Source: an optimization exercise on an open RTL-to-GDS flow (aim: small area, a short achievable clock period and few clock cycles per item). Production flows keep margins and buffers that such runs may drop.
The RTL was checked by simulation tests, not by an equivalence proof against the original design.
No activity file was given, so power comes from the tool's default toggle rates.

===== design.v =====
package edf_pkg;
  localparam int unsigned NUM_SLOTS = 8;
  localparam int unsigned DATA_W    = 16;
  localparam int unsigned SLACK_W   = 17;
endpackage
module edf_sched_top
(
  input  logic        clk_i,
  input  logic        rst_ni,
  input  logic        req_valid_i,
  output logic        req_ready_o,
  input  logic        req_op_i,
  input  logic [2:0]  req_task_slot_i,
  input  logic [15:0] req_exec_time_i,
  input  logic [15:0] req_period_ticks_i,
  input  logic [15:0] req_rel_deadline_i,
  output logic        rsp_valid_o,
  input  logic        rsp_ready_i,
  output logic        rsp_cpu_busy_o,
  output logic [2:0]  rsp_running_slot_o,
  input  logic        cfg_we_i,
  input  logic [3:0]  cfg_wdata_i
);
  localparam int N = 8;
  function automatic logic slack_lt(input logic [16:0] a, input logic [16:0] b);
    logic [16:0] x, y;
    logic        lt, eq;
    x  = {~a[16], a[15:0]};
    y  = {~b[16], b[15:0]};
    lt = 1'b0;
    eq = 1'b1;
    for (int k = 16; k >= 0; k = k - 1) begin
      lt = lt | (eq & ~x[k] & y[k]);
      eq = eq & ~(x[k] ^ y[k]);
    end
    slack_lt = lt;
  endfunction
  function automatic logic [15:0] dec16(input logic [15:0] a);
    logic [15:0] y;
    y[0] = ~a[0];
    for (int k = 1; k < 16; k = k + 1) begin
      y[k] = a[k] ^ ~|(a & ((1 << k) - 1));
    end
    dec16 = y;
  endfunction
  function automatic logic [16:0] dec17(input logic [16:0] a);
    logic [16:0] y;
    y[0] = ~a[0];
    for (int k = 1; k < 17; k = k + 1) begin
      y[k] = a[k] ^ ~|(a & ((1 << k) - 1));
    end
    dec17 = y;
  endfunction
  function automatic logic [16:0] cdec17(input logic [16:0] a, input logic en);
    logic [16:0] y;
    y[0] = a[0] ^ en;
    for (int k = 1; k < 17; k = k + 1) begin
      y[k] = a[k] ^ (en & ~|(a & ((1 << k) - 1)));
    end
    cdec17 = y;
  endfunction
  logic        ready_q;
  logic        tick_q;         
  logic [7:0]  upd_q;          
  logic [7:0]  ld_q;           
  logic [16:0] dm_q;           
  logic [15:0] per_q;          
  logic [3:0]  tc_q;
  logic acc, acc_load, acc_tick;
  assign acc      = req_valid_i & ready_q;
  assign acc_load = acc & ~req_op_i;
  assign acc_tick = acc &  req_op_i;
  always_ff @(posedge clk_i) begin
    dm_q  <= dec17({1'b0, req_rel_deadline_i});
    per_q <= req_period_ticks_i;
  end
  logic tick;
  assign tick = tick_q;
  logic signed [16:0] k1_new;
  logic               per_le1;
  assign per_le1 = (per_q[15:1] == 15'd0);
  assign k1_new  = $signed(dm_q - {1'b0, (per_le1 ? 16'd1 : per_q)} + 17'd2);
  logic [15:0]        e_q  [N];
  logic [15:0]        d_q  [N];
  logic signed [16:0] k1_q [N];
  logic [N-1:0]       p1_q;    
  logic [15:0]        w_q  [N];
  logic signed [16:0] sm_q [N];
  logic [16:0]        x    [N];
  logic [N-1:0]       nz_q;    
  logic [N-1:0]       rel_q;   
  logic [N-1:0] active, elig, win;
  for (genvar i = 0; i < N; i++) begin : g_act
    assign active[i] = tc_q[3] | (tc_q[2:0] > 3'(i));
    assign elig[i]   = active[i] & nz_q[i];
  end
  logic [N-1:0] le_q [N];
  for (genvar i = 0; i < N; i++) begin : g_cmp_i
    for (genvar j = 0; j < N; j++) begin : g_cmp_j
      if (i < j) begin : g_lt
        always_ff @(posedge clk_i) le_q[i][j] <= ~slack_lt(x[j], x[i]);
      end else begin : g_ge
        assign le_q[i][j] = 1'b0;
      end
    end
  end
  for (genvar i = 0; i < N; i++) begin : g_win
    logic [N-1:0] beat;
    for (genvar j = 0; j < N; j++) begin : g_b
      if (j < i) begin : g_lo
        assign beat[j] = ~elig[j] | ~le_q[j][i];
      end else if (j > i) begin : g_hi
        assign beat[j] = ~elig[j] | le_q[i][j];
      end else begin : g_me
        assign beat[j] = elig[i];
      end
    end
    assign win[i] = &beat;
  end
  logic       busy;
  logic [2:0] slot;
  assign busy = |elig;
  assign slot = {win[4] | win[5] | win[6] | win[7],
                 win[2] | win[3] | win[6] | win[7],
                 win[1] | win[3] | win[5] | win[7]};
  for (genvar i = 0; i < N; i++) begin : g_slot
    logic wr, ld, upd, rst;
    logic [15:0] w_dec;
    logic [16:0] sm_d;
    assign wr    = acc_load & (req_task_slot_i == 3'(i));
    assign ld    = ld_q[i];
    assign upd   = upd_q[i];
    assign rst   = upd & rel_q[i];
    assign w_dec = dec16(w_q[i]);
    always_comb begin
      if (ld)       x[i] = dm_q;
      else if (rst) x[i] = {1'b0, d_q[i]};
      else          x[i] = sm_q[i];
    end
    assign sm_d = cdec17(x[i], upd);
    always_ff @(posedge clk_i) begin
      if (wr) begin
        e_q[i] <= req_exec_time_i;
        d_q[i] <= req_rel_deadline_i;
      end
      if (ld) begin
        k1_q[i] <= k1_new;
        p1_q[i] <= per_le1;
      end
      sm_q[i]  <= sm_d;
      if (ld)       rel_q[i] <= per_le1;
      else if (rst) rel_q[i] <= p1_q[i];
      else if (upd) rel_q[i] <= (sm_q[i] == k1_q[i]);
      ld_q[i]  <= wr;
      upd_q[i] <= acc_tick & active[i];
      if (ld || rst) begin
        w_q[i]  <= e_q[i];
        nz_q[i] <= (e_q[i] != 16'd0);
      end else if (upd && win[i]) begin
        w_q[i]  <= w_dec;
        nz_q[i] <= (w_q[i] != 16'd1);
      end
    end
  end
  logic [1:0] cnt_q, cnt_d;
  logic [3:0] m_q [3];
  logic       ov_q;
  logic       pop;
  logic [3:0] res;
  assign res   = {busy, slot};
  assign pop   = ov_q & rsp_ready_i;
  assign cnt_d = cnt_q + 2'(tick) - 2'(pop);
  always_ff @(posedge clk_i) begin
    for (int k = 0; k < 3; k++) begin
      if (pop) begin
        if (tick && (2'(k) == cnt_q - 2'd1)) m_q[k] <= res;
        else if (k < 2)                      m_q[k] <= m_q[k+1];
      end else if (tick && (2'(k) == cnt_q)) begin
        m_q[k] <= res;
      end
    end
  end
  always_ff @(posedge clk_i or negedge rst_ni) begin
    if (!rst_ni) begin
      ready_q <= 1'b1;
      tick_q  <= 1'b0;
      cnt_q   <= 2'd0;
      ov_q    <= 1'b0;
      tc_q    <= 4'd0;
    end else begin
      tick_q  <= acc_tick;
      cnt_q   <= cnt_d;
      ov_q    <= (cnt_d != 2'd0);
      ready_q <= ({1'b0, cnt_d} + {2'b0, acc_tick}) < 3'd3;
      if (cfg_we_i) tc_q <= cfg_wdata_i;
    end
  end
  assign req_ready_o        = ready_q;
  assign rsp_valid_o        = ov_q;
  assign rsp_cpu_busy_o     = m_q[0][3];
  assign rsp_running_slot_o = m_q[0][2:0];
endmodule

===== run.sh =====
#!/bin/bash
# synth_recipe.tcl (not shown) runs the flow's synth.tcl, then flattens the netlist and writes it again
# the make line also repeats each setting of config.mk as NAME=value (left out here)
make -C /OpenROAD-flow-scripts/flow DESIGN_CONFIG=/design/flow/config.mk WORK_HOME=/design/flow/orfs CLKGATE_MAP_FILE= SYNTH_SCRIPT=/design/flow/synth_recipe.tcl finish

===== config.mk =====
export PLATFORM = sky130hd
export DESIGN_NAME = edf_sched_top
export DESIGN_NICKNAME = edf_sched_top
export VERILOG_FILES = /design/flow/design.v
export SDC_FILE = /design/flow/constraint.sdc
export NUM_CORES = 4
export LEC_CHECK = 0
export CAP_MARGIN = 20
export CORE_MARGIN = 2
export CORE_UTILIZATION = 50
export SETUP_SLACK_MARGIN = 5
export SLEW_MARGIN = 20
export TNS_END_PERCENT = 100

===== constraint.sdc =====
create_clock -name core_clock -period 10.0 [get_ports {clk_i}]
set_input_delay 2.0000 -clock core_clock [delete_from_list [all_inputs] [get_ports {clk_i}]]
set_output_delay 2.0000 -clock core_clock [all_outputs]
set_load 0.01 [all_outputs]

==> impl_metrics.toml, run 1 <==
[outcome]
status = "complete, no violations"

[yosys]
synth-simple-area-share = 0.129
yosys_warnings = 44
seq_area_frac_synth = 0.508
ys_seq_elements = 778
synth-edff-count = 556
synth_area_leaders = "edfxtp_1 40%, dfxtp_1 10%, xnor2_1 5.5%"
synth_cell_type_count = 89
synth_compound_area_frac = 0.161
syn_area_sq_um = 41700
yosys.area_share.adder = 0.0628
synth.area.mux_share = 0.0241
syn-num-nets = 4207
synthArstFlopShare = 0.0116
syn_avg_cell_area_sq_um = 10.3
synthCells = 4036
yosysTopAreaCellShare = 0.401
yosysTopAreaCell = "edfxtp_1"
synth_xor_area_frac = 0.0817
synthFlopType = "edfxtp_1"
synth_top_family_by_area = "compound AO/OA/AOI/OAI gates"

[grt]
grt_max_degree = 70
grt_pass1_vias = 31300
grt_use_total = 0.324
antenna_found_initial = 3
grt_pass1_wl_mm = 204
globalRoute.totalOverflow = 0

[clock_tree]
clock_latency_ns = 0.65
cts_max_level = 3
cts_root_buf = "clkbuf_16"
cts_tree = "done"
clk_pin_slew_worst_paths_ns = 0.06
cts-buffers-inserted = 85
clkSinkCount = 778
cts.path.max_buffers = 3

[critical_path]
path_class = "reg2reg"
required_ns = 10.53
worst-path-max-fanout = 14
crit_arrival_ns = 5.31
r2r_cells = 12
critPathCaptureType = "flop"
worst_setup_path_start_kind = "flop"

[floorplan]
io_pins = 67
die_x_microns = 293
start_util = 0.507
die-area_sq_um = 85700
core_area_sq_um = 82200
rows = 105
die_h_microns = 293

[drt]
wl_mm = 140
wl_met2_mm = 64.1
viasPerCell = 6.30
post-route-drc-count = 0
wl_met1_mm = 55.9
wl_met3_mm = 12.1
dr.first_iter.drc_count = 3741
dr.pass1.iters = 7
top_layer = "met5"
ant_nets = 0
avgRoutedWirePerCell_microns = 26.9
num_vias = 32900

[placement]
gp_congestion = 0.942
dp_slack_ns = 4.35
dp_hpwl_mm = 104
placed_cells = 5062
numPortBuffers = 66

[final_layout]
final_common_cell = "edfxtp_1"
finalNetCount = 4253
final_util = 0.566
fin_cells = 5226
final_cell_mix = "556 x edfxtp_1, 459 x nand2_1, 278 x o21ai_0, 260 x xnor2_1, 242 x nor2_1"
layout-drive-gt1-share = 0.0778
areaGrowthSynthToFinish_pct = 11.8
fill_cells = 7105

[sta]
timing.final.crit_period_ns = 4.78
timing.fmax_mhz = 209
finalWorstSetupSlack_ns = 5.22
grt_setup_unrepaired = "false"
fin_worst_skew_ns = 0.0263
final_max_slew_viol_count = 0
tightestPinTransition_ns = 1.18
slew_headroom = 0.206
finalSetupViolCount = 0
fin_crit_sh = 0.478
finalHoldViolations = 0
fin_setup_tns_ns = 0

[power]
total_power_uw = 14000
power.density_nw_per_um2 = 302
leakage_uw = 0.0166
peakVddDrop_mv = 0.155

[hold_path]
worstHoldPathCells = 0
hold_path_class = "reg2reg"

[flow_run]
max-cap-violations = 0
==> power by group <==
group / internal [uW] / switching (uW)
clock network: 1870 / 1350
registers: 4000 / 397
logic: 2330 / 4080
==> kinds of logic after synthesis <==
| kind of cell | after synthesis |
|---|---|
| muxes | 99 |
| xor gates and xnor gates | 389 |
| buffers and inverters | 347 |
| adders and majority gates | 232 |
| and+or+nand+nor | 1161 |
| AOI/OAI and AO/OA | 1030 |
| DFF | 778 |
==> cell usage after synthesis, types with 30 or more instances <==
| master | instances |
|---|---|
| o211ai_1 | 49 |
| nor2_1 | 249 |
| dfxtp_1 | 213 |
| buf_2 | 31 |
| a21oi_1 | 160 |
| mux2i_1 | 89 |
| a31oi_1 | 46 |
| ha_1 | 109 |
| xnor2_1 | 261 |
| o21a_1 | 100 |
| clkbuf_1 | 148 |
| maj3_1 | 113 |
| and3_1 | 30 |
| nand3_1 | 93 |
| xor2_1 | 128 |
| a211oi_1 | 36 |
| o21ai_1 | 60 |
| nand2b_1 | 35 |
| edfxtp_1 | 556 |
| nor2b_1 | 30 |
| o21ai_0 | 284 |
| nand2_1 | 459 |
| nand4_1 | 32 |
| inv_1 | 129 |
| nor3_1 | 76 |
| nor4_1 | 72 |
| o22ai_1 | 57 |
==> metal layers <==
layer,vias up,GRT usage
li1,15000,-
met1,16000,0.423
met2,1623,0.522
met3,345,0.0470
met4,2,0.175
met5,-,0
==> worst paths after layout <==
path	slack, ns	start	to
worst min-delay path	0.54	ld_q[2]	p1_q[2]
min in group asynchronous	1.66	rst_ni	tc_q[0]
max in group asynchronous	8.02	rst_ni	ready_q
worst max-delay path	5.22	upd_q[6]	le_q[4][6]
worst min register to register	0.54	ld_q[2]	p1_q[2]
worst max register to register	5.22	upd_q[6]	le_q[4][6]
==> worst max-delay path, cell delays in order, from the launching register on <==
cell	delay (ns)
dfxtp_1	0.71
nand2_2	0.50
o311a_1	0.58
a211oi_1	0.26
o21ai_1	0.11
maj3_1	0.39
a221o_1	0.40
o2111ai_1	0.13
a211oi_1	0.10
a2111oi_0	0.66
a311oi_1	0.17
maj3_1	0.44
o21a_1	0.18
==> final cells by class <==
class / count / area, sq um / area share
clock buffer: 115 / 2310 / 0.0496
inverter: 133 / 499 / 0.0107
antenna: 2 / 5.00 / 0.000107
timing repair buffer: 173 / 1480 / 0.0317
clock inverter: 44 / 531 / 0.0114
multi-input combinational: 2911 / 19200 / 0.413
sequential: 778 / 21200 / 0.455
tap: 1070 / 1340 / 0.0287
==> registers in the layout, indices dropped and copies added (netlist names), 12 cells and up <==
register  cells
per_q        16
dm_q         17
sm_q        136
e_q         128
w_q         128
le_q         28
k1_q        136
d_q         128
m_q          12
==> timing repair <==
item | in CTS | in global routing
pin swaps | 1 | 1
endpoints found under the setup margin | 56 | 17
setup buffers | 2 | 1
gates resized for setup | 0 | 3
hold buffers | 0 | 0
==> per-stage QoR <==
step,hold slack (ns),cell area [sq um]
CTS,0.545,46500
finish,0.543,46600
floorplan,0.500,41700
detailed placement,0.524,43700
global route,0.549,46600
global placement,0.523,43600
Testbench counts, summed over its fixed seeds: cycles 9,728, ticks 8,624.
==> inputs of run 2 (changes only) <==
==> flow/run.sh (new file) <==
#!/bin/bash
# Standard ORFS layout, with timing repair aiming for 6.5 ns of setup slack.
set -euo pipefail
bash standard.sh SETUP_SLACK_MARGIN=6.5 finish > standard_flow.log 2>&1
==> standard.sh (new file) <==
#!/bin/bash
# synth_recipe.tcl (not shown) runs the flow's synth.tcl, then flattens the netlist and writes it again
# the make line also repeats each setting of config.mk as NAME=value (left out here)
make -C /OpenROAD-flow-scripts/flow DESIGN_CONFIG=/design/flow/config.mk WORK_HOME=/design/flow/orfs CLKGATE_MAP_FILE= SYNTH_SCRIPT=/design/flow/synth_recipe.tcl "${@:-finish}"
--- a/config.mk
+++ b/config.mk
@@ -9,5 +9,4 @@
 export CORE_MARGIN = 2
 export CORE_UTILIZATION = 50
-export SETUP_SLACK_MARGIN = 5
 export SLEW_MARGIN = 20
 export TNS_END_PERCENT = 100
removed: run.sh
==> run 2 against run 1 <==
- clock-buffer cell count rose by 15
- highest routed layer is now met4
- die area unchanged
- sequential power about the same
- still clean
- register-to-register slack improved by 0.89 ns
- clock skew is 0.014 ns higher
- critical path type unchanged
- combinational power up 23%
- routed wire length is 7.2% higher
==> impl_metrics.toml, run 2 <==
[outcome]
status = "complete, no violations"

[critical_path]
crit_arrival_ns = 4.27
critPathCaptureType = "flop"
required_ns = 10.38
worst-path-max-fanout = 6
path_class = "reg2reg"
worst_setup_path_start_kind = "flop"

[final_layout]
layout-drive-gt1-share = 0.205
final_common_cell = "edfxtp_1"
top_regs = "k1_q (136), sm_q (136)"
num_antenna_cells = 0
finalNetCount = 4449
final_cell_mix = "556 x edfxtp_1, 442 x nand2_1, 256 x o21ai_0, 256 x xnor2_1, 227 x buf_4"
areaGrowthSynthToFinish_pct = 21.6

[floorplan]
rows = 105
die_x_microns = 293
die_h_microns = 293
start_util = 0.507
io_pins = 67
core_area_sq_um = 82200
die-area_sq_um = 85700

[yosys]
yosysTopAreaCell = "edfxtp_1"
synth_common_cells = "556 x edfxtp_1, 459 x nand2_1, 284 x o21ai_0, 261 x xnor2_1, 249 x nor2_1"
syn_area_sq_um = 41700
synthFlopType = "edfxtp_1"
synth.most_common_cell = "edfxtp_1"
syn_avg_cell_area_sq_um = 10.3
synthCells = 4036
ys_seq_elements = 778
synthArstFlopShare = 0.0116
yosys_warnings = 44
synth_area_leaders = "edfxtp_1 40%, dfxtp_1 10%, xnor2_1 5.5%"
yosysTopAreaCellShare = 0.401
syn-num-nets = 4207
synth_cell_type_count = 89
seq_area_frac_synth = 0.508
synth-edff-count = 556

[sta]
grt_setup_unrepaired = "true"
tightestPinTransition_ns = 1.26
fin_worst_skew_ns = 0.0404
timing.final.crit_period_ns = 3.89
timing.fmax_mhz = 257
fin_setup_tns_ns = 0
fin_crit_sh = 0.389
finalSetupViolCount = 0
final_max_slew_viol_count = 0
slew_headroom = 0.157
finalHoldViolations = 0

[grt]
grt_max_degree = 53
grt_pass1_wl_mm = 213
antenna_found_initial = 5
grt_use_total = 0.340
globalRoute.totalOverflow = 0
grt_pass1_vias = 32100

[clock_tree]
cts-buffers-inserted = 87
clkSinkCount = 778
cts_root_buf = "clkbuf_16"
clock_latency_ns = 0.66
cts.path.max_buffers = 3
cts_max_level = 3
ctsHoldBuffers = 0
cts_tree = "done"
clk_pin_slew_worst_paths_ns = 0.06

[placement]
dp_hpwl_mm = 105
gp_congestion = 0.990
numPortBuffers = 66

[drt]
avgRoutedWirePerCell_microns = 27.8
ant_nets = 0
wl_mm = 151
dr.pass1.iters = 6
viasPerCell = 6.39
num_vias = 34600
post-route-drc-count = 0
dr.first_iter.drc_count = 4155

[hold_path]
hold_path_class = "reg2reg"

[flow_run]
max-cap-violations = 0

[power]
leakage_uw = 0.0182
peakVddDrop_mv = 0.157
total_power_uw = 15400
power.density_nw_per_um2 = 304
==> run 2: layout make-up <==
cell class | instances | area (sq um)
clock buffer | 130 | 2520
clock inverter | 30 | 284
fill | 6706 | 31600
inverter | 133 | 514
multi-input combinational | 2915 | 21300
sequential | 778 | 21200
tap | 1070 | 1340
timing repair buffer | 363 | 3420
==> run 2: cells by family after synthesis <==
group           Yosys count  share of synthesized area
simple gates           1161                      0.129
xor+xnor                389                     0.0817
buf+inv                 347                     0.0330
compound gates         1030                      0.161
flops                   778                      0.508
mux                      99                     0.0241
fa+ha+maj               232                     0.0628
==> run 2: repair_timing <==
| action | in CTS | in global routing |
|---|---|---|
| setup endpoints to repair | 274 | 162 |
| setup buffers | 113 | 70 |
| resized for setup | 338 | 265 |
| gates cloned | 10 | 4 |
| pin swaps | 135 | 236 |
==> run 2: power breakdown <==
part / switching [uW] / internal [uW] / leakage (uW)
sequential: 383 / 4000 / 0.00690
clock: 1350 / 1830 / 0.00136
combinational: 4760 / 3100 / 0.00992
==> run 2: path summary, 6_finish.rpt <==
path / endpoint / slack [ns] / cells after the start / from
hold reg to reg: m_q[1][3] / 0.55 / 1 / m_q[2][3]
max in group asynchronous: ready_q / 8.02 / 1 / rst_ni
setup / recovery: k1_q[6][15] / 6.11 / 22 / per_q[1]
hold / removal: m_q[1][3] / 0.55 / 1 / m_q[2][3]
min in group asynchronous: tc_q[1] / 1.65 / 1 / rst_ni
setup reg to reg: k1_q[6][15] / 6.11 / 22 / per_q[1]
==> run 2: critical path, stage by stage (launching register included) <==
cell       delay (ns)
dfxtp_2          0.33
nor4_4           0.37
nand4_1          0.16
buf_6            0.17
nand2b_4         0.07
ha_4             0.12
inv_2            0.04
ha_4             0.15
inv_2            0.05
fa_2             0.20
nor2b_2          0.05
o21ai_2          0.18
a21boi_2         0.09
o21ai_2          0.19
a21boi_2         0.09
o21ai_2          0.19
a21boi_2         0.09
o21ai_2          0.17
a21boi_2         0.09
o21a_1           0.23
o2111ai_2        0.22
o211ai_1         0.15
buf_4            0.19
==> run 2: layer usage <==
metal,vias to the layer above,global-route usage,part of all wire
li1,15400,-,-
met4,0,0.197,0.067
met5,-,0,0
met3,431,0.0455,0.088
met2,1907,0.542,0.46
met1,16900,0.447,0.39
==> run 2: through the flow <==
step | worst slack, ns | util | hold slack, ns | std cells | area [sq um]
6_report | 6.11 | 0.616 | 0.550 | 5419 | 50700
5_1_grt | 5.96 | 0.616 | 0.576 | 5419 | 50700
4_1_cts | 6.22 | 0.596 | 0.545 | 5345 | 49000
3_5_place_dp | 4.99 | 0.532 | 0.537 | 5062 | 43800
3_3_place_gp | 5.15 | 0.532 | 0.532 | 5062 | 43800
2_1_floorplan | 6.29 | - | 0.500 | 4036 | 41800
==> inputs of run 3 (changes only) <==
--- a/design.v
+++ b/design.v
@@ -61,6 +61,8 @@
   endfunction
   logic        ready_q;
+  logic        ready_o_q;      
   logic        tick_q;         
   logic [7:0]  upd_q;          
+  logic [7:0]  rst_q;          
   logic [7:0]  ld_q;           
   logic [16:0] dm_q;           
@@ -125,5 +127,5 @@
                  win[1] | win[3] | win[5] | win[7]};
   for (genvar i = 0; i < N; i++) begin : g_slot
-    logic wr, ld, upd, rst;
+    logic wr, ld, upd, rst, rel_d;
     logic [15:0] w_dec;
     logic [16:0] sm_d;
@@ -131,5 +133,5 @@
     assign ld    = ld_q[i];
     assign upd   = upd_q[i];
-    assign rst   = upd & rel_q[i];
+    assign rst   = rst_q[i];
     assign w_dec = dec16(w_q[i]);
     always_comb begin
@@ -139,4 +141,10 @@
     end
     assign sm_d = cdec17(x[i], upd);
+    always_comb begin
+      if (ld)       rel_d = per_le1;
+      else if (rst) rel_d = p1_q[i];
+      else if (upd) rel_d = (sm_q[i] == k1_q[i]);
+      else          rel_d = rel_q[i];
+    end
     always_ff @(posedge clk_i) begin
       if (wr) begin
@@ -149,9 +157,8 @@
       end
       sm_q[i]  <= sm_d;
-      if (ld)       rel_q[i] <= per_le1;
-      else if (rst) rel_q[i] <= p1_q[i];
-      else if (upd) rel_q[i] <= (sm_q[i] == k1_q[i]);
+      rel_q[i] <= rel_d;
       ld_q[i]  <= wr;
       upd_q[i] <= acc_tick & active[i];
+      rst_q[i] <= acc_tick & active[i] & rel_d;
       if (ld || rst) begin
         w_q[i]  <= e_q[i];
@@ -184,4 +191,5 @@
     if (!rst_ni) begin
       ready_q <= 1'b1;
+      ready_o_q <= 1'b1;
       tick_q  <= 1'b0;
       cnt_q   <= 2'd0;
@@ -193,8 +201,9 @@
       ov_q    <= (cnt_d != 2'd0);
       ready_q <= ({1'b0, cnt_d} + {2'b0, acc_tick}) < 3'd3;
+      ready_o_q <= ~(cnt_d[1] & (cnt_d[0] | acc_tick));
       if (cfg_we_i) tc_q <= cfg_wdata_i;
     end
   end
-  assign req_ready_o        = ready_q;
+  assign req_ready_o        = ready_o_q;
   assign rsp_valid_o        = ov_q;
   assign rsp_cpu_busy_o     = m_q[0][3];
==> run 3 against run 2 <==
- still clean on timing, DRC and antenna
- global-route usage grew 1.0 points
- non-clock buffer count shrank 27
- synthesized cell count shrank 2.8%
- via count shrank 3.8%
- first-iteration DRC count grew 4.2%
- clock power grew about 10%
- combinational power shrank 3.9%
- utilization shrank 0.45 points
- worst hold slack lost 0.015 ns
- flip-flop and latch count grew 9
- clock-buffer cell count shrank 18
- sequential power grew 4.8%
- critical endpoint is now le_q[3][5]
- largest cell class is now registers
- largest power group unchanged
- highest routed layer unchanged
==> impl_metrics.toml, run 3 <==
[drt]
post-route-drc-count = 0
num_vias = 33300
dr.first_iter.drc_count = 4331
ant_nets = 0
dr.pass1.iters = 6
wl_mm = 153
avgRoutedWirePerCell_microns = 29.0
viasPerCell = 6.31

[grt]
grt_pass1_vias = 30300
grt_pass1_wl_mm = 215
grt_use_total = 0.350
antenna_found_initial = 9
grt_max_degree = 56
globalRoute.totalOverflow = 0

[clock_tree]
cts_max_level = 3
cts-buffers-inserted = 87
clkSinkCount = 787
clk_pin_slew_worst_paths_ns = 0.07
clock_latency_ns = 0.65
cts_tree = "done"
cts_root_buf = "clkbuf_16"
ctsHoldBuffers = 0
cts.path.max_buffers = 3

[yosys]
synthArstFlopShare = 0.0127
synth_cell_type_count = 84
synth_common_cells = "548 x edfxtp_1, 484 x nand2_1, 292 x o21ai_0, 276 x xnor2_1, 229 x dfxtp_1"
yosys_warnings = 44
synth-edff-count = 548
yosysTopAreaCell = "edfxtp_1"
syn_area_sq_um = 41200
yosysTopAreaCellShare = 0.400
synthCells = 3921
ys_seq_elements = 787
synth_area_leaders = "edfxtp_1 40%, dfxtp_1 11%, xnor2_1 5.9%"
syn-num-nets = 4093
synth.most_common_cell = "edfxtp_1"
synthFlopType = "edfxtp_1"
syn_avg_cell_area_sq_um = 10.5
seq_area_frac_synth = 0.517

[floorplan]
die_h_microns = 291
rows = 105
core_area_sq_um = 81800
start_util = 0.503
die-area_sq_um = 84700
die_x_microns = 291
io_pins = 67

[outcome]
status = "complete, no violations"

[hold_path]
hold_path_class = "reg2reg"

[final_layout]
layout-drive-gt1-share = 0.206
fill_cells = 6723
final_cell_mix = "548 x edfxtp_1, 470 x nand2_1, 274 x xnor2_1, 257 x o21ai_0, 211 x buf_4"
fin_cells = 5281
finalNetCount = 4309
top_regs = "k1_q (136), sm_q (136)"
areaGrowthSynthToFinish_pct = 21.5
final_common_cell = "edfxtp_1"

[placement]
numPortBuffers = 66
dp_hpwl_mm = 107
dp_slack_ns = 5.15
placed_cells = 4945
gp_congestion = 1.00

[sta]
fin_worst_skew_ns = 0.0283
finalWorstSetupSlack_ns = 6.23
slew_headroom = 0.190
grt_setup_unrepaired = "true"
final_max_slew_viol_count = 0
fin_setup_tns_ns = 0
timing.final.crit_period_ns = 3.77
finalHoldViolations = 0
tightestPinTransition_ns = 1.21
finalSetupViolCount = 0
fin_crit_sh = 0.377
hold_ws_ns = 0.536
timing.fmax_mhz = 265

[critical_path]
crit_chain = "buf_12 -> buf_16 -> mux2i_4 -> o22ai_2 -> a31oi_1 -> maj3_2 -> maj3_2 -> maj3_2 -> maj3_2 -> o221ai_2 -> o211ai_1 -> maj3_2 -> o311a_1"
cp_top_family = "adder cells"
critPathMaxStageDelay_ns = 0.38
worst_setup_path_start_kind = "flop"
crit_arrival_ns = 4.29
required_ns = 10.52
path_class = "reg2reg"
worst-path-max-fanout = 7
critPathCaptureType = "flop"
cp_num_buf_inv = 2
crit_top_cell = "maj3_2"
slowest_stage = "maj3_2"

[power]
power.density_nw_per_um2 = 313
leakage_uw = 0.0172
peakVddDrop_mv = 0.168

[flow_run]
max-cap-violations = 0
## run 3: report_power, final
| group | leakage, uW | internal (uW) | switching [uW] | total (uW) |
|---|---|---|---|---|
| logic | 0.00871 | 2970 | 4590 | 7560 |
| clock network | 0.00151 | 2100 | 1400 | 3500 |
| registers | 0.00696 | 4010 | 581 | 4590 |
## run 3: final cells by class
cell class | instances | area [sq um] | area share
inverters | 130 | 503 | 0.0101
multi-input cells | 2795 | 20400 | 0.408
repair buffers | 336 | 3270 | 0.0653
clock inverters | 50 | 686 | 0.0137
well taps | 1070 | 1340 | 0.0268
flip-flops and latches | 787 | 21400 | 0.427
clock buffers | 112 | 2440 | 0.0487
diodes | 1 | 2.50 | 0.0000500
## run 3: final timing paths
path	start	end	slack (ns)	cells past startpoint
setup / recovery	ld_q[3]	le_q[3][5]	6.23	13
hold / removal	m_q[1][3]	m_q[0][3]	0.54	1
setup reg to reg	ld_q[3]	le_q[3][5]	6.23	13
hold reg to reg	m_q[1][3]	m_q[0][3]	0.54	1
max in group asynchronous	rst_ni	ready_o_q	8.00	1
min in group asynchronous	rst_ni	cnt_q[0]	1.66	1
## run 3: layer usage
metal / GRT usage / wire, microns
met2: 0.532 / 66100
met1: 0.475 / 61000
met5: 0 / 0
met4: 0.174 / 9390
met3: 0.0775 / 16500
## run 3: per-stage QoR
step / utilization / cell area (sq um) / total power, uW
4_1_cts: 0.595 / 48700 / 14800
3_5_place_dp: 0.528 / 43200 / 10700
5_1_grt: 0.611 / 50000 / 16100
3_3_place_gp: 0.528 / 43200 / 10700
6_report: 0.611 / 50000 / 15600
2_1_floorplan: - / 41400 / 8490
## run 3: timing repair
item / CTS / global route
resized for setup: 382 / 193
pin swaps: 136 / 144
cloned: 9 / 1
setup buffers: 102 / 60
endpoints found under the setup margin: 370 / 254
## run 3: kinds of logic (layout without fill, tap and decap cells)
logic type,count (synthesis),after routing,share of synthesized area
adder cells (fa/ha/maj),241,241,0.0665
other,0,1,0
multiplexers,152,153,0.0383
AND/OR/NAND/NOR,1052,1053,0.115
AO/OA/AOI/OAI,938,940,0.142
flip-flops,787,787,0.517
buffers and inverters,343,628,0.0339
XOR/XNOR,408,408,0.0868
Testbench counts of run 3, summed over its fixed seeds: cycles 9,728, ticks 8,624.
==> inputs of run 4 (changes only) <==
--- a/design.v
+++ b/design.v
@@ -68,4 +68,7 @@
   logic [16:0] dm_q;           
   logic [15:0] per_q;          
+  logic [7:0]  ld2_q;          
+  logic signed [16:0] k1_r_q;  
+  logic        p2_q;           
   logic [3:0]  tc_q;
   logic acc, acc_load, acc_tick;
@@ -79,8 +82,10 @@
   logic tick;
   assign tick = tick_q;
-  logic signed [16:0] k1_new;
-  logic               per_le1;
+  logic per_le1;
   assign per_le1 = (per_q[15:1] == 15'd0);
-  assign k1_new  = $signed(dm_q - {1'b0, (per_le1 ? 16'd1 : per_q)} + 17'd2);
+  always_ff @(posedge clk_i) begin
+    k1_r_q <= $signed(dm_q - {1'b0, (per_le1 ? 16'd1 : per_q)} + 17'd2);
+    p2_q   <= (per_q == 16'd2);
+  end
   logic [15:0]        e_q  [N];
   logic [15:0]        d_q  [N];
@@ -142,8 +147,9 @@
     assign sm_d = cdec17(x[i], upd);
     always_comb begin
-      if (ld)       rel_d = per_le1;
-      else if (rst) rel_d = p1_q[i];
-      else if (upd) rel_d = (sm_q[i] == k1_q[i]);
-      else          rel_d = rel_q[i];
+      if (ld)                 rel_d = per_le1;
+      else if (rst)           rel_d = p1_q[i];
+      else if (upd && ld2_q[i]) rel_d = p2_q;
+      else if (upd)           rel_d = (sm_q[i] == k1_q[i]);
+      else                    rel_d = rel_q[i];
     end
     always_ff @(posedge clk_i) begin
@@ -153,7 +159,10 @@
       end
       if (ld) begin
-        k1_q[i] <= k1_new;
         p1_q[i] <= per_le1;
       end
+      if (ld2_q[i]) begin
+        k1_q[i] <= k1_r_q;
+      end
+      ld2_q[i] <= ld;
       sm_q[i]  <= sm_d;
       rel_q[i] <= rel_d;
==> flow/run.sh (replaced) <==
#!/bin/bash
# Standard ORFS layout, with timing repair aiming for 7 ns of setup slack.
set -euo pipefail
bash standard.sh SETUP_SLACK_MARGIN=7 finish > standard_flow.log 2>&1
==> run 4 against run 3 <==
- still clean
- clock power shrank 5%
- synthesized cell count grew 5.5%
- clock-buffer cell count grew 11
- maximum frequency grew 14%
- combinational power grew about 20%
- sequential share of layout area shrank 1.8 points
- worst setup slack gained 0.47 ns
- clock skew grew 0.0033 ns
- first-iteration DRC count grew 15%
- critical path depth grew 4
- critical endpoint is now k1_r_q[16]
- highest routed layer unchanged
==> impl_metrics.toml, run 4 <==
[outcome]
status = "complete, no violations"

[sta]
tightestPinTransition_ns = 1.12
finalSetupViolCount = 0
fin_worst_skew_ns = 0.0316
timing.fmax_mhz = 303
hold_ws_ns = 0.522
timing.final.crit_period_ns = 3.30
slew_headroom = 0.254
finalHoldViolations = 0
grt_setup_unrepaired = "true"
fin_setup_tns_ns = 0
fin_crit_sh = 0.330
final_max_slew_viol_count = 0

[power]
leakage_uw = 0.0187
total_power_uw = 17400
power.density_nw_per_um2 = 325
peakVddDrop_mv = 0.189

[critical_path]
worst_setup_path_start_kind = "flop"
required_ns = 10.57
cp_num_buf_inv = 1
crit_cells = 17
crit_chain = "nor4_4 -> nand4_1 -> or2_4 -> nand2b_4 -> ha_4 -> inv_2 -> ha_4 -> a21o_1 -> a21oi_2 -> o21ai_2 -> a21oi_2 -> nand2b_4 -> a21boi_4 -> o31ai_4 -> a211o_1 -> nand2_1 -> o211ai_1"
crit_arrival_ns = 3.87
critPathCaptureType = "flop"
r2r_cells = 17
cp_top_family = "compound AO/OA/AOI/OAI gates"
path_class = "reg2reg"
critPathMaxStageDelay_ns = 0.36
slowest_stage = "o31ai_4"
worst-path-max-fanout = 4

[yosys]
syn_area_sq_um = 42600
synthFlopType = "edfxtp_1"
synth_area_leaders = "edfxtp_1 39%, dfxtp_1 12%, xnor2_1 5.7%"
yosysTopAreaCell = "edfxtp_1"
synth_common_cells = "548 x edfxtp_1, 514 x nand2_1, 288 x o21ai_0, 278 x xnor2_1, 255 x dfxtp_1"
synth_cell_type_count = 90
synthCells = 4138
yosys_warnings = 44
syn_avg_cell_area_sq_um = 10.3
synthArstFlopShare = 0.0123
synth.most_common_cell = "edfxtp_1"
seq_area_frac_synth = 0.512
syn-num-nets = 4310
yosysTopAreaCellShare = 0.386
ys_seq_elements = 813
synth-edff-count = 548

[drt]
dr.pass1.iters = 7
dr.first_iter.drc_count = 4965
viasPerCell = 6.36
ant_nets = 0
avgRoutedWirePerCell_microns = 29.8
num_vias = 36200
post-route-drc-count = 0
wl_mm = 170

[floorplan]
die_h_microns = 296
die-area_sq_um = 87600
core_area_sq_um = 84900
die_x_microns = 296
rows = 107
io_pins = 67
start_util = 0.502

[placement]
gp_congestion = 0.972
placed_area_sq_um = 44900
dp_hpwl_mm = 115
numPortBuffers = 66

[final_layout]
finalNetCount = 4646
final_common_cell = "edfxtp_1"
top_regs = "k1_q (136), sm_q (136)"
layout-drive-gt1-share = 0.237
areaGrowthSynthToFinish_pct = 25.6
postLayoutCellArea_sq_um = 53500
final_cell_mix = "548 x edfxtp_1, 501 x nand2_1, 299 x buf_4, 274 x xnor2_1, 259 x o21ai_0"

[grt]
grt_pass1_vias = 32100
grt_pass1_wl_mm = 230
grt_use_met2 = 0.530
globalRoute.totalOverflow = 0
met3_usage = 0.0819
grt_use_total = 0.368
antenna_found_initial = 9
top_usage_layer = "met2"
use_met1 = 0.505
grt_max_degree = 54

[clock_tree]
clkSinkCount = 813
clock_latency_ns = 0.67
clk_pin_slew_worst_paths_ns = 0.06
cts_root_buf = "clkbuf_16"
cts_max_level = 3
cts-buffers-inserted = 87
cts_tree = "done"
cts.path.max_buffers = 3

[hold_path]
worstHoldPathCells = 1
hold_path_class = "reg2reg"

[flow_run]
max-cap-violations = 0
run 4: changes by cell type after synthesis, moves of 18 or more:
cell	before	now
maj3_1	99	58
buf_2	24	62
a211oi_1	28	64
nand2_1	484	514
dfxtp_1	229	255
a21oi_1	115	138
buf_1	36	13
nand4_1	25	47
nor4_1	76	98
xor2_1	132	153
maj3_2	31	13
run 4: final timing paths:
check	slack [ns]	to	start
hold reg to reg	0.52	p2_q	per_q[0]
setup reg to reg	6.70	k1_r_q[16]	per_q[12]
max in group asynchronous	7.98	tc_q[3]	rst_ni
min in group asynchronous	1.67	tc_q[0]	rst_ni
setup / recovery	6.70	k1_r_q[16]	per_q[12]
hold / removal	0.52	p2_q	per_q[0]
run 4: worst register-to-register path, delay by kind of cell, from the launching register on:
family	cells	cell delay, ns
buffers and inverters	1	0.04
AOI/OAI and AO/OA	8	1.43
and+or+nand+nor	6	1.14
DFF	1	0.33
adders and majority gates	2	0.27
run 4: layout make-up:
| class | instances | area (sq um) |
|---|---|---|
| timing repair inverter | 1 | 7.51 |
| tap | 1144 | 1430 |
| sequential | 813 | 21900 |
| antenna | 5 | 12.5 |
| inverter | 128 | 507 |
| timing repair buffer | 469 | 4730 |
| multi-input combinational | 2974 | 22000 |
| clock buffer | 123 | 2490 |
| fill | 6813 | 31300 |
| clock inverter | 41 | 437 |
run 4: report_power, final:
group	total (uW)	leakage, uW	internal (uW)	switching [uW]
clock network	3320	0.00145	1890	1440
logic	9090	0.0101	3510	5580
registers	4980	0.00720	4230	749
run 4: per-layer routing:
layer  up-vias  routed length (microns)
met5         -                        0
met4         0                    13600
met3       543                    20800
met2      2444                    69700
met1     17400                    65800
li1      15900                        -
run 4: logic make-up (layout without fill, tap and decap cells):
logic type	Yosys count	in the layout	synth area share
and+or+nand+nor	1209	1211	0.132
muxes	139	139	0.0342
AOI/OAI and AO/OA	1010	1011	0.150
DFF	813	813	0.512
other	0	5	0
buffers and inverters	354	762	0.0344
xor gates and xnor gates	431	431	0.0885
adders and majority gates	182	182	0.0498
run 4: what timing repair did:
action | in CTS | in global routing
gates resized for setup | 445 | 290
hold buffers | 0 | 0
setup buffers | 138 | 134
endpoints found under the setup margin | 477 | 210
pin swaps | 138 | 196
gates cloned | 10 | 13
run 4: per-stage QoR:
| stage | std cells | utilization | setup slack [ns] |
|---|---|---|---|
| after floorplan | 4138 | - | 6.29 |
| after global placement | 5233 | 0.528 | 5.37 |
| after detailed placement | 5234 | 0.529 | 5.32 |
| after CTS | 5546 | 0.599 | 6.53 |
| after global routing | 5693 | 0.631 | 6.52 |
| final | 5698 | 0.631 | 6.70 |
Testbench counts of run 4, summed over its fixed seeds: cycles 9,728, ticks 8,624.
==> inputs of run 5 (changes only) <==
--- a/config.mk
+++ b/config.mk
@@ -9,4 +9,7 @@
 export CORE_MARGIN = 2
 export CORE_UTILIZATION = 50
+export CTS_BUF_LIST = sky130_fd_sc_hd__clkbuf_16
+export CTS_CLUSTER_DIAMETER = 100
+export CTS_CLUSTER_SIZE = 20
 export SLEW_MARGIN = 20
 export TNS_END_PERCENT = 100
==> run 5 against run 4 <==
- still clean
- utilization shrank 1.7 points
- clock-buffer cell count shrank 74
- critical path depth grew 2
- synthesized area is the same
- design area shrank 2.6%
- global-route usage shrank 0.16 points
- worst setup slack lost 0.029 ns
- maximum frequency shrank 0.86%
- die area is the same
- sequential power is essentially flat
- largest cell class unchanged
- highest routed layer is now met5
==> impl_metrics.toml, run 5 <==
[outcome]
status = "complete, no violations"

[yosys]
synthFlopType = "edfxtp_1"
synth.area.mux_share = 0.0342
synthArstFlopShare = 0.0123
ys_seq_elements = 813
synth_compound_area_frac = 0.150
synthCells = 4138
yosysTopAreaCellShare = 0.386
synth.most_common_cell = "edfxtp_1"
yosysTopAreaCell = "edfxtp_1"
synth_area_leaders = "edfxtp_1 39%, dfxtp_1 12%, xnor2_1 5.7%"
synth_top_family_by_area = "compound AO/OA/AOI/OAI gates"
syn_avg_cell_area_sq_um = 10.3
synth_common_cells = "548 x edfxtp_1, 514 x nand2_1, 288 x o21ai_0, 278 x xnor2_1, 255 x dfxtp_1"
synth-edff-count = 548
yosys_warnings = 44
synth-simple-area-share = 0.132
synth_cell_type_count = 90
seq_area_frac_synth = 0.512
yosys.area_share.adder = 0.0498
synth_xor_area_frac = 0.0885
syn_area_sq_um = 42600
syn-num-nets = 4310

[grt]
top_usage_layer = "met2"
grt_use_met2 = 0.531
met3_usage = 0.0798
grt_pass1_vias = 31900
grt_use_total = 0.366
use_met1 = 0.505
globalRoute.totalOverflow = 0
antenna_found_initial = 12
grt_pass1_wl_mm = 229
grt_max_degree = 54

[sta]
fin_setup_tns_ns = 0
slew_headroom = 0.300
timing.final.crit_period_ns = 3.33
hold_ws_ns = 0.534
finalSetupViolCount = 0
fin_worst_skew_ns = 0.0359
grt_setup_unrepaired = "true"
finalHoldViolations = 0
fin_crit_sh = 0.333
tightestPinTransition_ns = 1.05
final_max_slew_viol_count = 0
timing.fmax_mhz = 300

[critical_path]
crit_chain = "nor4_4 -> nand4_1 -> or2_4 -> nand2b_4 -> ha_4 -> inv_2 -> ha_4 -> inv_2 -> fa_2 -> nor2b_1 -> o21ai_2 -> a21boi_2 -> o21ai_2 -> a21boi_2 -> o21ai_2 -> a21boi_2 -> o21ai_2 -> a21oi_2 -> o311ai_1"
slowest_stage = "dfxtp_1"
crit_arrival_ns = 3.88
crit_top_cell = "o21ai_2"
startpoint = "per_q[7]"
critPathMaxStageDelay_ns = 0.38
worst-path-max-fanout = 3
required_ns = 10.55
critPathCaptureType = "flop"
path_class = "reg2reg"
worst_setup_path_start_kind = "flop"
reg2reg_from = "per_q[7]"

[clock_tree]
cts.path.max_buffers = 3
cts_root_buf = "clkbuf_16"
cts-buffers-inserted = 48
clock_latency_ns = 0.67
clk_pin_slew_worst_paths_ns = 0.09
clkSinkCount = 813
cts_max_level = 2
cts_tree = "done"

[final_layout]
finalNetCount = 4602
postLayoutCellArea_sq_um = 52100
fin_cells = 5616
areaGrowthSynthToFinish_pct = 22.2
top_regs = "k1_q (136), sm_q (136)"
final_common_cell = "edfxtp_1"
layout-drive-gt1-share = 0.225
final_cell_mix = "548 x edfxtp_1, 497 x nand2_1, 293 x buf_4, 271 x xnor2_1, 257 x o21ai_0"

[floorplan]
start_util = 0.502
rows = 107
die_x_microns = 296
die_h_microns = 296
die-area_sq_um = 87600
core_area_sq_um = 84900
io_pins = 67

[placement]
dp_hpwl_mm = 115
placed_area_sq_um = 44900
gp_congestion = 0.972
numPortBuffers = 66
placed_cells = 5234

[power]
seq_power_share = 0.306
leakage_uw = 0.0181
peakVddDrop_mv = 0.173
intPower_uw = 8700
p_switching_uw = 7550
pwr-share-comb = 0.565
power.density_nw_per_um2 = 312
p_sw_frac = 0.465
total_power_uw = 16300
p_clk_frac = 0.129

[hold_path]
hp-start = "per_q[0]"
hold_path_class = "reg2reg"

[drt]
ant_nets = 0
wl_mm = 167
avgRoutedWirePerCell_microns = 29.8
post-route-drc-count = 0
dr.first_iter.drc_count = 4848
num_vias = 35800
dr.pass1.iters = 6
viasPerCell = 6.38

[flow_run]
max-cap-violations = 0
-- run 5: routing by layer --
layer	part of all wire	routed length, microns	up-vias
li1	-	-	15800
met3	0.12	20100	482
met2	0.41	68900	2343
met1	0.39	65200	17200
met5	0.00041	68	-
met4	0.079	13200	2
-- run 5: logic make-up (layout without fill, tap and decap cells) --
logic type,count (synthesis),in the layout
fa+ha+maj,182,182
xor+xnor,431,431
mux,139,139
buf+inv,354,683
simple gates,1209,1211
compound gates,1010,1010
other cells,0,3
flops,813,813
-- run 5: worst max-delay path, delay by kind of cell (launching register included) --
family / cells / cell delay (ns)
AOI/OAI and AO/OA: 9 / 1.37
adders and majority gates: 3 / 0.45
buffers and inverters: 2 / 0.09
DFF: 1 / 0.38
and+or+nand+nor: 5 / 0.92
-- run 5: area by class of cell --
| cell class | count | area (sq um) |
|---|---|---|
| well taps | 1144 | 1430 |
| repair buffers | 465 | 4660 |
| clock buffers | 49 | 1230 |
| flip-flops and latches | 813 | 21900 |
| inverters | 128 | 507 |
| repair inverters | 1 | 7.51 |
| fillers | 6991 | 32800 |
| diodes | 3 | 7.51 |
| clock inverters | 40 | 226 |
| multi-input cells | 2973 | 22200 |
-- run 5: metrics by stage --
stage,util,setup WS [ns]
CTS,0.585,6.56
global placement,0.528,5.37
finish,0.614,6.67
floorplan,-,6.29
detailed placement,0.529,5.32
global route,0.614,6.48
-- run 5: path summary, 6_finish.rpt --
| check | cells past startpoint | slack [ns] | to |
|---|---|---|---|
| worst max-delay path | 19 | 6.67 | k1_r_q[15] |
| worst max register to register | 19 | 6.67 | k1_r_q[15] |
| min in group asynchronous | 1 | 1.67 | tc_q[0] |
| worst min register to register | 1 | 0.53 | p2_q |
| max in group asynchronous | 1 | 7.98 | ready_q |
| worst min-delay path | 1 | 0.53 | p2_q |
-- run 5: power groups by stage --
stage	clock network (uW)	logic [uW]	registers, uW
3_3_place_gp	0	6840	4990
2_1_floorplan	0	4720	4560
4_1_cts	2110	7910	4920
5_1_grt	2230	9620	4960
3_5_place_dp	0	6900	4980
6_report	2100	9180	4970
-- run 5: what timing repair did --
| action | in CTS | in global routing |
|---|---|---|
| hold buffers | 0 | 0 |
| buffers inserted | 168 | 103 |
| resized for setup | 467 | 311 |
| pin swaps | 151 | 195 |
| cloned | 9 | 10 |
| setup endpoints to repair | 479 | 240 |
==> inputs of run 6 (changes only) <==
--- a/config.mk
+++ b/config.mk
@@ -6,4 +6,5 @@
 export NUM_CORES = 4
 export LEC_CHECK = 0
+export ABC_AREA = 1
 export CAP_MARGIN = 20
 export CORE_MARGIN = 2
==> run 6 against run 5 <==
- worst hold slack lost 0.077 ns
- clock power is essentially flat
- synthesized area grew 3.3%
- total power shrank 6.9%
- sequential power shrank 5.6%
- die area grew 3.3%
- critical path type is now in2reg
- non-clock buffer count shrank 210
- first-iteration DRC count shrank 7.8%
- flip-flop and latch count is the same
- routed wire length shrank 1.2%
- via count grew 7.9%
- design area shrank 4.3%
==> impl_metrics.toml, run 6 <==
[clock_tree]
clkSinkCount = 813
cts-buffers-inserted = 48
clk_pin_slew_worst_paths_ns = 0.08
cts.path.max_buffers = 3
clock_latency_ns = 0.64
cts_max_level = 2
cts_tree = "done"
cts_root_buf = "clkbuf_16"

[power]
p_switching_uw = 7470
intPower_uw = 7660
seq_power_share = 0.310
pwr-share-comb = 0.551
peakVddDrop_mv = 0.152
power.density_nw_per_um2 = 303
p_sw_frac = 0.494
p_clk_frac = 0.139
leakage_uw = 0.0212

[hold_path]
hold_path_class = "reg2reg"
worstHoldPathCells = 0
min_to = "ld2_q[0]"
hp-start = "ld_q[0]"

[yosys]
synthArstFlopShare = 0.0123
synth_top_family_by_area = "simple AND/OR/NAND/NOR gates"
synth.area.mux_share = 0.00153
seq_area_frac_synth = 0.495
synthCells = 5316
yosys_warnings = 44
synth-simple-area-share = 0.251
syn_area_sq_um = 44100
synthFlopType = "edfxtp_1"
synth.most_common_cell = "nand2_1"
synth_cell_type_count = 64
yosysTopAreaCellShare = 0.374
synth-edff-count = 548
yosys.area_share.adder = 0.0317
synth_xor_area_frac = 0.0499
yosysTopAreaCell = "edfxtp_1"
synth_common_cells = "1,587 x nand2_1, 619 x inv_1, 548 x edfxtp_1, 423 x nor2_1, 263 x nand3_1"
syn-num-nets = 5488
synth_compound_area_frac = 0.0949
ys_seq_elements = 813
syn_avg_cell_area_sq_um = 8.29
synth_area_leaders = "edfxtp_1 37%, nand2_1 14%, dfxtp_1 12%"

[final_layout]
final_cell_mix = "1,566 x nand2_1, 618 x inv_1, 548 x edfxtp_1, 392 x nor2_1, 241 x dfxtp_1"
areaGrowthSynthToFinish_pct = 13.2
final_util = 0.573
final_common_cell = "nand2_1"
layout-drive-gt1-share = 0.116
num_antenna_cells = 0
finalNetCount = 5629
top_regs = "k1_q (136), sm_q (136)"
fin_cells = 6652
fill_cells = 8001

[sta]
tightestPinTransition_ns = 1.09
fin_worst_skew_ns = 0.0372
timing.final.crit_period_ns = 3.33
finalSetupViolCount = 0
fin_setup_tns_ns = 0
final_max_slew_viol_count = 0
timing.fmax_mhz = 300
slew_headroom = 0.273
fin_crit_sh = 0.333
grt_setup_unrepaired = "true"
finalHoldViolations = 0
finalWorstSetupSlack_ns = 6.67

[drt]
post-route-drc-count = 0
dr.pass1.iters = 6
num_vias = 38700
wl_mm = 165
avgRoutedWirePerCell_microns = 24.9
dr.first_iter.drc_count = 4468
viasPerCell = 5.81
ant_nets = 0

[critical_path]
required_ns = 10.48
startpoint = "req_rel_deadline_i[0]"
reg2reg_to = "sm_q[3][16]"
worst_setup_path_start_kind = "input port"
path_class = "in2reg"
crit_arrival_ns = 3.81
critPathCaptureType = "flop"
r2r_cells = 9
reg2reg_from = "ld_q[3]"
r2r_slack_ns = 7.02
worst-path-max-fanout = 3

[grt]
grt_pass1_vias = 35900
grt_pass1_wl_mm = 236
antenna_found_initial = 4
globalRoute.totalOverflow = 0
grt_max_degree = 34
grt_use_total = 0.359

[flow_run]
max-cap-violations = 0

[placement]
dp_slack_ns = 4.93
dp_hpwl_mm = 123
numPortBuffers = 66
placed_cells = 6451
gp_congestion = 0.986

[floorplan]
start_util = 0.506
io_pins = 67
die-area_sq_um = 90500
rows = 108
die_h_microns = 301
core_area_sq_um = 87000
die_x_microns = 301

[outcome]
status = "complete, no violations"
==> run 6: cell count changes after synthesis, moves of 53 or more <==
cell      before   now
nand2_1      514  1587
a211oi_1      64    11
nand3_1       66   263
maj3_1        58     0
o21ai_1       85    14
mux2i_1      123     0
xnor2_1      278    75
o21ai_0      288   226
inv_1        124   619
clkbuf_1     137    72
o21a_1        97    10
o22ai_1       73   143
nor2_1       244   423
==> run 6: how the worst max path moves through the flow <==
stage | slack (ns) | cells after the start | to
2_1_floorplan | 6.30 | 16 | dm_q[15]
3_3_place_gp | 4.91 | 17 | dm_q[15]
3_5_place_dp | 4.93 | 17 | dm_q[15]
4_1_cts | 6.63 | 17 | dm_q[15]
5_1_grt | 6.54 | 17 | dm_q[15]
6_report | 6.67 | 17 | dm_q[15]
==> run 6: final cells by class <==
type	instances	area [sq um]	area share
Sequential cell	813	21800	0.438
Multi-Input combinational cell	3661	20000	0.401
Inverter	678	2690	0.0540
Timing Repair Buffer	255	2460	0.0493
Tap cell	1155	1450	0.0290
Clock buffer	49	1230	0.0246
Clock inverter	41	220	0.00441
==> run 6: kinds of logic (layout without fill, tap and decap cells) <==
kind of cell,after synthesis,in the layout
AO/OA/AOI/OAI,693,693
XOR/XNOR,251,251
adder cells (fa/ha/maj),111,111
buffers and inverters,842,1023
flip-flops,813,813
multiplexers,6,6
AND/OR/NAND/NOR,2600,2600
==> run 6: power groups by stage <==
stage / Sequential [uW] / Combinational, uW / Clock, uW
after floorplan: 4500 / 5050 / 0
after global placement: 4730 / 7480 / 0
after detailed placement: 4730 / 7550 / 0
after CTS: 4660 / 7790 / 2120
after global routing: 4720 / 9010 / 2230
final: 4690 / 8350 / 2100
==> run 6: critical path, stage by stage <==
cell,delay (ns)
buf_12,0.11
inv_12,0.04
ha_4,0.13
nand2_4,0.05
nor2_4,0.14
nand2_4,0.09
nor2_4,0.11
nand2_2,0.09
nor2_2,0.08
inv_1,0.06
nor2_1,0.08
inv_1,0.07
or2_1,0.22
nor2_1,0.09
inv_1,0.08
or2_4,0.25
xnor2_1,0.12
==> run 6: timing repair <==
action	in CTS	in global routing
cloned	2	2
setup buffers	48	59
setup endpoints to repair	488	190
resized for setup	240	134
hold buffers	0	0
pin swaps	35	29
==> run 6: per-layer routing <==
layer  vias up  wire [microns]  track usage
li1      17900               -            -
met1     18400           64100        0.460
met2      1902           74600        0.576
met3       425           16100       0.0682
met4         6           10700        0.190
met5         -              39            0
==> run 6: through the flow <==
stage,instance area (sq um),total power [uW],hold slack [ns]
4_1_cts,48800,14600,0.500
3_5_place_dp,46200,12300,0.476
6_report,49900,15100,0.456
5_1_grt,49900,16000,0.467
3_3_place_gp,46200,12200,0.475
2_1_floorplan,44200,9560,0.353
==> inputs of run 7 (changes only) <==
==> flow/run.sh (replaced) <==
#!/bin/bash
# Standard ORFS layout, with timing repair aiming for 6.5 ns of setup slack.
set -euo pipefail
bash standard.sh SETUP_SLACK_MARGIN=6.5 finish > standard_flow.log 2>&1
--- a/config.mk
+++ b/config.mk
@@ -6,5 +6,4 @@
 export NUM_CORES = 4
 export LEC_CHECK = 0
-export ABC_AREA = 1
 export CAP_MARGIN = 20
 export CORE_MARGIN = 2
==> run 7 against run 6 <==
- clock-buffer cell count unchanged
- via count fell by 11%
- first-iteration DRC count fell by 3.6%
- worst setup slack worse by 0.20 ns
- synthesized cell count shrank 22%
- clock skew decreased by 0.015 ns
- critical path depth down 4
==> impl_metrics.toml, run 7 <==
[outcome]
status = "complete, no violations"

[final_layout]
seq_area_sq_um = 21900
areaGrowthSynthToFinish_pct = 12.4
final_common_cell = "edfxtp_1"
multiInputGateArea_sq_um = 20200
finalNetCount = 4396
postLayoutCellArea_sq_um = 47900
fill_cells = 7432
top_regs = "k1_q (136), sm_q (136)"
final_cell_mix = "548 x edfxtp_1, 508 x nand2_1, 278 x xnor2_1, 274 x o21ai_0, 228 x nor2_1"
layout-drive-gt1-share = 0.120

[grt]
globalRoute.totalOverflow = 0
grt_use_total = 0.353
antenna_found_initial = 9
grt_pass1_wl_mm = 222
grt_pass1_vias = 30400
grt_max_degree = 54

[clock_tree]
cts_tree = "done"
cts-buffers-inserted = 48
clkSinkCount = 813
ctsHoldBuffers = 0
cts_max_level = 2
cts.path.max_buffers = 3
clk_pin_slew_worst_paths_ns = 0.09
cts_root_buf = "clkbuf_16"
clock_latency_ns = 0.65

[sta]
fin_crit_sh = 0.353
final_max_slew_viol_count = 0
fin_setup_tns_ns = 0
tightestPinTransition_ns = 1.27
finalSetupViolCount = 0
timing.fmax_mhz = 283
grt_setup_unrepaired = "true"
slew_headroom = 0.149
timing.final.crit_period_ns = 3.53
hold_ws_ns = 0.446
finalHoldViolations = 0
fin_worst_skew_ns = 0.0225

[yosys]
ys_seq_elements = 813
synth_area_leaders = "edfxtp_1 39%, dfxtp_1 12%, xnor2_1 5.7%"
yosysTopAreaCellShare = 0.386
synthFlopType = "edfxtp_1"
synth-edff-count = 548
synth.most_common_cell = "edfxtp_1"
synth_common_cells = "548 x edfxtp_1, 514 x nand2_1, 288 x o21ai_0, 278 x xnor2_1, 255 x dfxtp_1"
syn_avg_cell_area_sq_um = 10.3
synthArstFlopShare = 0.0123
yosys_warnings = 44
syn-num-nets = 4310
synthCells = 4138
yosysTopAreaCell = "edfxtp_1"
syn_area_sq_um = 42600
seq_area_frac_synth = 0.512
synth_cell_type_count = 90

[placement]
dp_hpwl_mm = 115
placed_area_sq_um = 44700
gp_congestion = 1.01
numPortBuffers = 66

[drt]
ant_nets = 0
post-route-drc-count = 0
top_layer = "met5"
num_vias = 34300
wl_met3_mm = 17.4
dr.first_iter.drc_count = 4309
dr.pass1.iters = 6
wl_mm = 158
avgRoutedWirePerCell_microns = 29.3
wl_met2_mm = 68.4
wl_met1_mm = 64.3
viasPerCell = 6.35

[flow_run]
max-cap-violations = 0

[critical_path]
slowest_stage = "a211oi_2"
endpoint = "le_q[0][7]"
cp_num_buf_inv = 3
path_class = "reg2reg"
startpoint = "rst_q[0]"
r2r_cells = 13
cp_top_family = "compound AO/OA/AOI/OAI gates"
required_ns = 10.50
reg2reg_to = "le_q[0][7]"
crit_cells = 13
r2r_slack_ns = 6.47
worst-path-max-fanout = 10
critPathMaxStageDelay_ns = 0.49
crit_chain = "buf_12 -> mux2_2 -> mux2i_4 -> buf_12 -> buf_4 -> o22ai_1 -> a31oi_1 -> maj3_1 -> a211o_1 -> o2111ai_1 -> a31oi_1 -> o22ai_1 -> a211oi_2"
crit_arrival_ns = 4.03
critPathCaptureType = "flop"
worst_setup_path_start_kind = "flop"
reg2reg_from = "rst_q[0]"

[floorplan]
rows = 107
io_pins = 67
die_h_microns = 296
start_util = 0.502
die-area_sq_um = 87600
die_x_microns = 296
core_area_sq_um = 84900

[hold_path]
hold_path_class = "reg2reg"

[power]
power.density_nw_per_um2 = 310
peakVddDrop_mv = 0.170
leakage_uw = 0.0164
run 7: cell types whose count changed after synthesis, moves of 123 or more:
cell     before  now
nand3_1     263   66
nor2_1      423  244
mux2i_1       0  123
xnor2_1      75  278
inv_1       619  124
nand2_1    1587  514
run 7: worst min-delay path by stage:
| stage | start | slack (ns) | depth (start not counted) | endpoint |
|---|---|---|---|---|
| finish | per_q[0] | 0.45 | 1 | p2_q |
| global route | per_q[0] | 0.47 | 1 | p2_q |
| CTS | per_q[0] | 0.45 | 1 | p2_q |
| detailed placement | per_q[0] | 0.42 | 1 | p2_q |
| global placement | per_q[0] | 0.42 | 1 | p2_q |
| floorplan | ld_q[0] | 0.35 | 0 | ld2_q[0] |
run 7: layer usage:
| metal | vias to the layer above | global-route usage |
|---|---|---|
| met1 | 16600 | 0.500 |
| met4 | 6 | 0.153 |
| met5 | - | 0 |
| met2 | 2020 | 0.531 |
| met3 | 377 | 0.0661 |
| li1 | 15300 | - |
run 7: kinds of logic after synthesis:
logic type | count (synthesis) | synth area share
AND/OR/NAND/NOR | 1209 | 0.132
AO/OA/AOI/OAI | 1010 | 0.150
flip-flops | 813 | 0.512
XOR/XNOR | 431 | 0.0885
buffers and inverters | 354 | 0.0344
adder cells (fa/ha/maj) | 182 | 0.0498
multiplexers | 139 | 0.0342
run 7: power by group:
part | switching (uW) | internal, uW
Sequential | 704 | 4220
Combinational | 5070 | 2770
Clock | 1170 | 909
Total | 6950 | 7900
run 7: worst reg2reg max path: cells and delay by family (launching register included):
kind,cells,cell delay (ns)
multiplexers,2,0.58
adder cells (fa/ha/maj),1,0.32
buffers and inverters,3,0.49
flip-flops,1,0.41
AO/OA/AOI/OAI,7,1.57
run 7: area by class of cell:
cell class / instances / share of cell area
flip-flops and latches: 813 / 0.457
clock buffers: 49 / 0.0256
repair buffers: 260 / 0.0508
multi-input cells: 2973 / 0.422
clock inverters: 41 / 0.00478
diodes: 1 / 0.0000522
well taps: 1144 / 0.0299
inverters: 128 / 0.0102
run 7: through the flow:
step                setup WS [ns]  std cells   util  power (uW)
finish                       6.47       5409  0.564       14800
global route                 6.39       5408  0.564       15400
CTS                          6.42       5370  0.555       14300
detailed placement           5.38       5230  0.527       11900
global placement             5.44       5228  0.526       11900
floorplan                    6.29       4138      -        9250
run 7: repair_timing:
item                       4_1_cts  5_1_grt
gates cloned                     1        4
pin swaps                       23       32
gates resized for setup        153      135
setup endpoints to repair       83       85
setup buffers                   49       34
==> inputs of run 8 (changes only) <==
--- a/config.mk
+++ b/config.mk
@@ -8,5 +8,5 @@
 export CAP_MARGIN = 20
 export CORE_MARGIN = 2
-export CORE_UTILIZATION = 50
+export CORE_UTILIZATION = 60
 export CTS_BUF_LIST = sky130_fd_sc_hd__clkbuf_16
 export CTS_CLUSTER_DIAMETER = 100
==> run 8 against run 7 <==
- worst setup slack lost 0.13 ns
- flip-flop and latch count is the same
- clock power is essentially flat
- sequential power grew 1%
- routed wire length shrank 0.25%
- design area shrank 0.48%
- non-clock buffer count grew 4
- combinational power is essentially flat
- final cell count shrank 3.7%
- largest cell class unchanged
==> impl_metrics.toml, run 8 <==
[final_layout]
final_util = 0.680
layout-drive-gt1-share = 0.120
final_cell_mix = "548 x edfxtp_1, 509 x nand2_1, 277 x xnor2_1, 271 x o21ai_0, 230 x nor2_1"
final_common_cell = "edfxtp_1"
areaGrowthSynthToFinish_pct = 11.8
finalNetCount = 4400
fin_cells = 5209
top_regs = "k1_q (136), sm_q (136)"

[outcome]
status = "complete, no violations"

[sta]
timing.fmax_mhz = 273
fin_crit_sh = 0.366
fin_worst_skew_ns = 0.0405
fin_setup_tns_ns = 0
grt_setup_unrepaired = "true"
finalHoldViolations = 0
timing.final.crit_period_ns = 3.66
hold_ws_ns = 0.462
final_max_slew_viol_count = 0
finalSetupViolCount = 0
tightestPinTransition_ns = 1.10
slew_headroom = 0.260

[drt]
post-route-drc-count = 0
dr.pass1.iters = 9
avgRoutedWirePerCell_microns = 30.3
num_vias = 35100
wl_mm = 158
dr.first_iter.drc_count = 5573
viasPerCell = 6.73
ant_nets = 0

[yosys]
syn_avg_cell_area_sq_um = 10.3
synthFlopType = "edfxtp_1"
yosys_warnings = 44
synth-edff-count = 548
syn-num-nets = 4310
synth_common_cells = "548 x edfxtp_1, 514 x nand2_1, 288 x o21ai_0, 278 x xnor2_1, 255 x dfxtp_1"
synth_area_leaders = "edfxtp_1 39%, dfxtp_1 12%, xnor2_1 5.7%"
ys_seq_elements = 813
synthArstFlopShare = 0.0123
yosysTopAreaCell = "edfxtp_1"
seq_area_frac_synth = 0.512
synth.most_common_cell = "edfxtp_1"
syn_area_sq_um = 42600
synthCells = 4138
yosysTopAreaCellShare = 0.386
synth_cell_type_count = 90

[critical_path]
reg2reg_to = "le_q[1][5]"
r2r_cells = 11
startpoint = "rst_q[1]"
required_ns = 10.55
path_class = "reg2reg"
r2r_slack_ns = 6.34
reg2reg_from = "rst_q[1]"
critPathCaptureType = "flop"
worst_setup_path_start_kind = "flop"
endpoint = "le_q[1][5]"
worst-path-max-fanout = 20
crit_arrival_ns = 4.21

[clock_tree]
cts-buffers-inserted = 48
cts.path.max_buffers = 3
clkSinkCount = 813
clock_latency_ns = 0.68
cts_max_level = 2
cts_tree = "done"
cts_root_buf = "clkbuf_16"
clk_pin_slew_worst_paths_ns = 0.09

[floorplan]
start_util = 0.608
rows = 97
core_area_sq_um = 70100
die_h_microns = 271
die-area_sq_um = 73200
io_pins = 67
die_x_microns = 271

[power]
peakVddDrop_mv = 0.271
power.density_nw_per_um2 = 314
total_power_uw = 15000
leakage_uw = 0.0164

[grt]
grt_max_degree = 54
grt_use_total = 0.418
globalRoute.totalOverflow = 0
antenna_found_initial = 10
grt_pass1_vias = 31400
grt_pass1_wl_mm = 222

[placement]
placed_cells = 5024
gp_congestion = 1.02
dp_hpwl_mm = 112
numPortBuffers = 66

[flow_run]
max-cap-violations = 0

[hold_path]
hold_path_class = "reg2reg"
[run 8: cell type report]
cell class / instances / area [sq um]
clock buffers: 48 / 1200
diodes: 1 / 2.50
clock inverters: 42 / 303
well taps: 940 / 1180
flip-flops and latches: 813 / 21900
inverters: 128 / 488
multi-input cells: 2973 / 20200
repair buffers: 264 / 2410
fillers: 5547 / 22500
[run 8: logic make-up after synthesis]
logic type | after synthesis | share of synthesized area
xor gates and xnor gates | 431 | 0.0885
buffers and inverters | 354 | 0.0344
and+or+nand+nor | 1209 | 0.132
muxes | 139 | 0.0342
DFF | 813 | 0.512
adders and majority gates | 182 | 0.0498
AOI/OAI and AO/OA | 1010 | 0.150
[run 8: timing repair]
action | in CTS | in global routing
resized for setup | 154 | 133
hold buffers | 0 | 0
cloned | 2 | 3
setup endpoints to repair | 134 | 190
pin swaps | 25 | 40
buffers inserted | 53 | 36
[run 8: worst max-delay path, cell delays in order (launching register included)]
cell and delay [ns]:
dfxtp_1 0.36, buf_12 0.24, mux2i_1 0.31, o21a_2 0.31
o22ai_1 0.15, a311oi_1 0.33, o32ai_1 0.21, maj3_2 0.36
maj3_2 0.33, maj3_2 0.35, nor2_1 0.21, o221a_1 0.37
[run 8: metal layers]
metal,share of wire,global-route usage
met1,0.38,0.570
met2,0.42,0.611
met4,0.064,0.215
met5,0.00031,0
met3,0.13,0.118
[run 8: stage by stage]
step                setup slack, ns  area (sq um)
CTS                            6.47         46800
detailed placement             5.42         44400
floorplan                      6.29         42800
global route                   6.35         47700
finish                         6.34         47700
global placement               5.44         44400
[run 8: worst min-delay path by stage]
| stage | start | endpoint | slack (ns) | depth (start not counted) |
|---|---|---|---|---|
| floorplan | ld_q[0] | ld2_q[0] | 0.35 | 0 |
| global placement | per_q[0] | p2_q | 0.43 | 1 |
| detailed placement | per_q[0] | p2_q | 0.42 | 1 |
| CTS | per_q[0] | p2_q | 0.45 | 1 |
| global route | per_q[0] | p2_q | 0.48 | 1 |
| finish | per_q[0] | p2_q | 0.46 | 1 |
[run 8: report_power, final]
group / leakage [uW] / total (uW) / switching (uW) / internal, uW
clock network: 0.000847 / 2110 / 1190 / 926
registers: 0.00720 / 4980 / 759 / 4220
logic: 0.00834 / 7870 / 5090 / 2790

port drivers added, routing unchanged:
Ports are ideal in the flow. The routed layouts listed here were re-timed in OpenROAD. Step 1, drivers: a clkbuf_16 drives clk_i and a buf_2 each remaining input, both assumed. Step 2 also shifts input and output timing later by t, the mid clock arrival at the registers, as if the neighbouring blocks saw the same clock. Slacks: no drivers / after step 1 / after step 2; pairs: no drivers / after step 1.
| run | t, ns | setup WS [ns] |
|---|---|---|
| run 1 | 0.714 | 5.220 / 5.220 / 4.818 |
| run 2 | 0.712 | 6.112 / 6.112 / 5.951 |
| run 3 | 0.710 | 6.228 / 6.228 / 5.864 |
| run 4 | 0.723 | 6.699 / 6.667 / 6.081 |
| run 5 | 0.725 | 6.670 / 6.665 / 6.117 |
| run 6 | 0.696 | 6.672 / 6.687 / 5.991 |
| run 7 | 0.708 | 6.469 / 6.469 / 5.920 |
| run 8 | 0.725 | 6.342 / 6.342 / 5.827 |
After both steps setup and hold are still met in every run listed.
